This is an optimization exercise on Yosys and OpenROAD, whose aim is small area and a short achievable clock period, not a production implementation.
Where RTL was checked, it was by simulation tests only, not by an equivalence proof against the original.
Power figures rest on the tool's default switching activity, not on a simulated workload.

// ex_stage
module ex_stage (
    input  logic                  clk,
    input  logic                  rst,
    input  logic [32-1:0]   instr_i,
    input  logic [32-1:0]   data_a_i,
    input  logic [32-1:0]   data_b_i,
    input  logic [32-1:0]   npc_i,
    input  logic                  valid_i,
    input  logic [5:0]            ip_i,
    output logic                  out_valid_o,
    output logic                  reg_write_o,
    output logic [32-1:0]   result_o,
    output logic                  redirect_o,
    output logic [32-1:0]   redirect_pc_o,
    output logic                  exception_o,
    output logic [4:0]            exc_code_o
);
For scale: about 17000 sq um of cells after synthesis.
export LEC_CHECK = 0
export ABC_AREA = 1
export CAP_MARGIN = 20
export CORE_MARGIN = 2
export CORE_UTILIZATION = 40
export SETUP_SLACK_MARGIN = 3.5
export SLEW_MARGIN = 20
create_clock -name core_clock -period 8.0 [get_ports {clk}]
standard.sh (not shown) runs the stock make flow with config.mk's settings and CLKGATE_MAP_FILE= SYNTH_SCRIPT=/design/flow/synth_recipe.tcl, a recipe that flattens the netlist after the stock synthesis.
==> flow/flow/run.sh <==
#!/bin/bash
# The standard layout (ORFS, standard synthesis script and steps) with three ORFS
# variables changed: no full-adder extraction (ADDER_MAP_FILE empty), Yosys's default
# carry-lookahead map instead of the Kogge-Stone one (SYNTH_OPERATIONS_ARGS set), and
# port buffers of the plain buffer cell. Registers, names and all later steps are the
# standard flow's. The full make output goes to standard.log in the work folder.
set -euo pipefail
bash standard.sh ADDER_MAP_FILE= SYNTH_OPERATIONS_ARGS=-noshare \
  "BUFFER_PORTS_ARGS=-buffer_cell sky130_fd_sc_hd__buf_2" finish > standard.log 2>&1
Rerun with:
--- a/flow/design.v
+++ b/flow/design.v
@@ -149,17 +149,14 @@
         for (int i = 0; i < 32; i++) shift_r[i] = right ? sz[i] : sz[31 - i];
     end
     logic [29:0] k2;
     logic [31:0] npc_sum;
     assign k2      = br ? {{14{imm[15]}}, imm} : ((jreg | jmp) ? 30'd1 : {30{1'b1}});
     assign npc_sum = {npc_i[31:2] + k2, npc_i[1:0]};
-    logic        valid_q, wr_q, redirect_q, exc_q;
-    logic [31:0] result_q, target_q;
     logic [31:0] status, epc, ebase, cause, cp0_rdata, vector;
     logic [5:0]  cause_ip;
-    logic        epc_pend;
     logic [3:0]  cause_exc;    
     assign cause  = {16'd0, cause_ip, 3'd0, 1'b0, cause_exc, 2'd0};
     assign vector = ebase + 32'h00000180;
     always_comb begin
         cp0_rdata = '0;
         if (rd[4:2] == 3'b011) begin
@@ -191,22 +188,19 @@
         if (!rst) begin
             status    <= 32'h0000FA01;
             epc       <= '0;
             ebase     <= 32'h80001000;
             cause_ip  <= '0;
             cause_exc <= '0;
-            epc_pend  <= 1'b0;
         end else begin
             cause_ip <= ip_i;
             if (exc_enter)
                 cause_exc <= {1'b1, ovf_cand, rsv, brk};
-            epc_pend <= exc_enter && !exl;
-            if (epc_pend)
-                epc <= target_q;
             if (exc_enter && !exl) begin
                 status[1] <= 1'b1;
+                epc       <= npc_sum;
             end else if (live && eret) begin
                 status[1] <= 1'b0;
             end else if (live && mtc0) begin
                 case (rd)
                     5'd12: status <= data_b_i;
                     5'd14: epc    <= data_b_i;
@@ -228,17 +222,20 @@
                     | ({32{sel_log}}  & logic_r)
                     | ({32{sel_sh}}   & shift_r)
                     | {31'd0, sel_slt & lt}
                     | ({32{sel_link}} & npc_sum)
                     | ({32{sel_cp0}}  & cp0_rdata);
     always_comb begin
-        if (jmp)       target_d = {npc_i[31:28], instr_i[25:0], 2'b00};
+        if (br)        target_d = npc_sum;
+        else if (jmp)  target_d = {npc_i[31:28], instr_i[25:0], 2'b00};
         else if (jreg) target_d = data_a_i;
         else if (eret) target_d = {epc[31:2], 2'b00};
-        else           target_d = npc_sum;
-    end
+        else           target_d = vector;
+    end
+    logic        valid_q, wr_q, redirect_q, exc_q;
+    logic [31:0] result_q, target_q;
     always_ff @(posedge clk or negedge rst) begin
         if (!rst) valid_q <= 1'b0;
         else      valid_q <= valid_i;
     end
     always_ff @(posedge clk) begin
         wr_q       <= live & wr;
@@ -248,11 +245,11 @@
         target_q   <= target_d;
     end
     assign out_valid_o   = valid_q;
     assign reg_write_o   = wr_q;
     assign result_o      = result_q;
     assign redirect_o    = redirect_q;
-    assign redirect_pc_o = exc_q ? vector : target_q;
+    assign redirect_pc_o = target_q;
     assign exception_o   = exc_q;
     assign exc_code_o    = {1'b0, cause_exc};
 endmodule
 `default_nettype wire
What happened: The changed run ran to the end with no violations; wire length rises by 1.7%; cell count falls by 0.39%; power falls by 13%; setup slack got worse by 64 ps; cell area falls by 0.74%; combinational power falls by 16%.
Only the layout flow was run in the first run of this note; the RTL was not checked for function there.

* * *

== run 1 ==
ex_stage, a different RTL version from the one above (not shown whole).
Size: ~180 flip-flops, ~210 I/O pins, ~16,000 µm² of cells after synthesis.
## ex_stage
module ex_stage (
    input  logic                  clk,
    input  logic                  rst,
    input  logic [32-1:0]   instr_i,
    input  logic [32-1:0]   data_a_i,
    input  logic [32-1:0]   data_b_i,
    input  logic [32-1:0]   npc_i,
    input  logic                  valid_i,
    input  logic [5:0]            ip_i,
    output logic                  out_valid_o,
    output logic                  reg_write_o,
    output logic [32-1:0]   result_o,
    output logic                  redirect_o,
    output logic [32-1:0]   redirect_pc_o,
    output logic                  exception_o,
    output logic [4:0]            exc_code_o
);
clock: 8.0 ns
lec_check: 0
abc_area: 1
cap_margin: 5
core_margin: 2
core_utilization: 40
place_density: 0.85
setup_slack_margin: 3.7
slew_margin: 5
==> flow/flow/run.sh <==
#!/bin/bash
# The standard layout (ORFS make targets, the standard flow's synthesis script) with these changes:
#  - synthesis: no full-adder extraction (ADDER_MAP_FILE empty), Yosys's default
#    Brent-Kung carry map instead of the Kogge-Stone one (SYNTH_OPERATIONS_ARGS set), and
#    ABC mapping with flow/abc_area.script (ORFS's area script with a delay relaxation of 0.5 for
#    area recovery, map -B 0.5 instead of 0.9). It runs from a copy of ORFS's scripts folder that differs
#    only in that file; registers, their names and cell types are the standard synthesis's.
#  - port buffers of the plain buffer cell.
# Each step's full output goes to a log of its own in the work folder.
set -euo pipefail
W=$PWD
rm -rf "$W/orfs_scripts"
cp -r "$FLOW_HOME/scripts" "$W/orfs_scripts"
cp "$W/flow/abc_area.script" "$W/orfs_scripts/abc_area.script"
bash standard.sh SCRIPTS_DIR="$W/orfs_scripts" ADDER_MAP_FILE= SYNTH_OPERATIONS_ARGS=-noshare \
  synth > synth.log 2>&1
bash standard.sh ADDER_MAP_FILE= SYNTH_OPERATIONS_ARGS=-noshare \
  "BUFFER_PORTS_ARGS=-buffer_cell sky130_fd_sc_hd__buf_1" finish > standard.log 2>&1
==> flow/flow/abc_area.script <==
strash
dch
map -B 0.5
topo
stime -c
buffer -c
upsize -c
dnsize -c
Input-level comparison between run 2 and run 1:
--- a/flow/design.v
+++ b/flow/design.v
@@ -117,45 +117,47 @@
     assign bx   = bop ^ {32{sub}};
     assign sum_w = {1'b0, data_a_i, 1'b1} + {1'b0, bx, sub};
     assign sum   = sum_w[32:1];
     assign cout  = sum_w[33];
     assign ovf   = ovf_cand & (data_a_i[31] == bx[31]) & (sum[31] != data_a_i[31]);
     assign lts   = (data_a_i[31] ^ bop[31]) ? data_a_i[31] : sum[31];
     assign lt    = uns ? !cout : lts;
     assign eq    = &(data_a_i ^ bx);
     assign le    = lts | eq;
     assign taken = op[1] ? (le ^ op[0]) : (eq ^ op[0]);
     logic [1:0]  lsel;
-    logic [31:0] logic_r, lp, lg;
+    logic [31:0] logic_r;
     assign lsel = op[3] ? op[1:0] : fn[1:0];
+    logic [31:0] lp, lg;
     assign lp = data_a_i ^ bx;
     assign lg = data_a_i & bx;
     always_comb begin
         case (lsel)
             2'b00:   logic_r = lg;
             2'b01:   logic_r = lp | lg;
             2'b10:   logic_r = lp;
             default: logic_r = op[3] ? {imm, 16'd0} : ~(lp | lg);
         endcase
     end
     logic [4:0]  s;
     logic        right, fill;
-    logic [31:0] sx, sz, shift_r, fix3, fix4, result_fix;
+    logic [31:0] sx, sz, shift_r, result_fix;
     assign s     = fn[2] ? data_a_i[4:0] : instr_i[10:6];
     assign right = fn[1];
     assign fill  = right & fn[0] & data_b_i[31];
     always_comb begin
         for (int i = 0; i < 32; i++) sx[i] = right ? data_b_i[i] : data_b_i[31 - i];
     end
     assign sz = 32'($signed({fill, sx}) >>> s[2:0]);
     assign shift_r = sz;
+    logic [31:0] fix3, fix4;
     logic [29:0] k2;
     logic [31:0] npc_sum;
     assign k2      = br ? {{14{imm[15]}}, imm} : ((jreg | jmp) ? 30'd1 : {30{1'b1}});
     assign npc_sum = {npc_i[31:2] + k2, npc_i[1:0]};
     logic        valid_q, wr_q, redirect_q, exc_q, rev_q, s3_q, s4_q, fill_q;
     logic [31:0] result_q, target_q;
     logic [31:0] status, epc, ebase, cause, cp0_rdata, vector;
     logic [5:0]  cause_ip;
     logic        epc_pend;
     logic [3:0]  cause_exc;    
     assign cause  = {16'd0, cause_ip, 3'd0, 1'b0, cause_exc, 2'd0};
@@ -245,25 +247,25 @@
     always_ff @(posedge clk) begin
         wr_q       <= live & wr;
         rev_q      <= sel_sh & !right;
         s3_q       <= sel_sh & s[3];
         s4_q       <= sel_sh & s[4];
         fill_q     <= fill;
         redirect_q <= redirect_d;
         exc_q      <= exc_enter;
         result_q   <= result_d;
         target_q   <= target_d;
     end
+    assign out_valid_o   = valid_q;
+    assign reg_write_o   = wr_q;
     assign fix3 = s3_q ? {{8{fill_q}}, result_q[31:8]} : result_q;
     assign fix4 = s4_q ? {{16{fill_q}}, fix3[31:16]} : fix3;
     always_comb begin
         for (int i = 0; i < 32; i++) result_fix[i] = rev_q ? fix4[31 - i] : fix4[i];
     end
-    assign out_valid_o   = valid_q;
-    assign reg_write_o   = wr_q;
     assign result_o      = result_fix;
     assign redirect_o    = redirect_q;
     assign redirect_pc_o = exc_q ? vector : target_q;
     assign exception_o   = exc_q;
     assign exc_code_o    = {1'b0, cause_exc};
 endmodule
 `default_nettype wire
--- outcome ---
Between run 2 and run 1, the part of the total power dissipated in the clock network figures differ only marginally.
Diff run 1..run 2 | aggregate global-route resource usage | unchanged
Flip-flop and latch power across run 1 and run 2: no real change.
From run 1 to run 2, final cell count did not move at all.
Compared with run 1, in run 2 later-pin clock latency in the skew report held, top-level port count level, setup violation total in the final timing report stayed essentially flat, worst relative slew slack flat, die area held.
Re met2 layer wire length in the routed design: no difference whatsoever between run 2 and run 1.
Run 2 and run 1 ended up with roughly the same number of clock buffers in the layout.
Looking at run 1 and run 2, the share of total power in combinational logic is a wash.
Delta (run 2 minus run 1): power held steady; final non-filler cell area shows no meaningful change.
Function not checked in run 2: the RTL went through the layout flow alone.

## static timing again, ports no longer ideal
Ports are ideal in the flow. The routed layouts listed here were re-timed in OpenROAD.
Step 1, drivers: a clkbuf_16 drives clk and a buf_2 each remaining input, both assumed.
Step 2, shift: input delay + t, output delay - t, t = (earliest + latest rising clock arrival at the registers) / 2. This alone moves slack from input paths to output paths.
a / b / c = ideal ports / drivers / drivers and shift; a / b = the first two.
| run | shift t [ns] | setup WS [ns] | hold slack, ns | clock arrival spread, ns | cell pins on the clock port's net |
|---|---|---|---|---|---|
| the first run of note 1 | 0.574 | 3.601 / 3.542 / 3.038 | 0.493 / 0.493 / 0.493 | 0.020 / 0.020 | 1 |
| the second run of note 1 | 0.555 | 3.537 / 3.531 / 2.976 | 0.486 / 0.486 / 0.486 | 0.030 / 0.030 | 1 |
| run 1 | 0.518 | 3.729 / 3.754 / 3.236 | 0.491 / 0.491 / 0.491 | 0.021 / 0.020 | 1 |
| run 2 | 0.518 | 3.729 / 3.754 / 3.236 | 0.491 / 0.491 / 0.491 | 0.021 / 0.020 | 1 |
After both steps setup and hold are still met in every run listed. The setup slack of the first run of note 1, which loses most, moves by -0.059 ns with the drivers and by -0.563 ns with both steps.
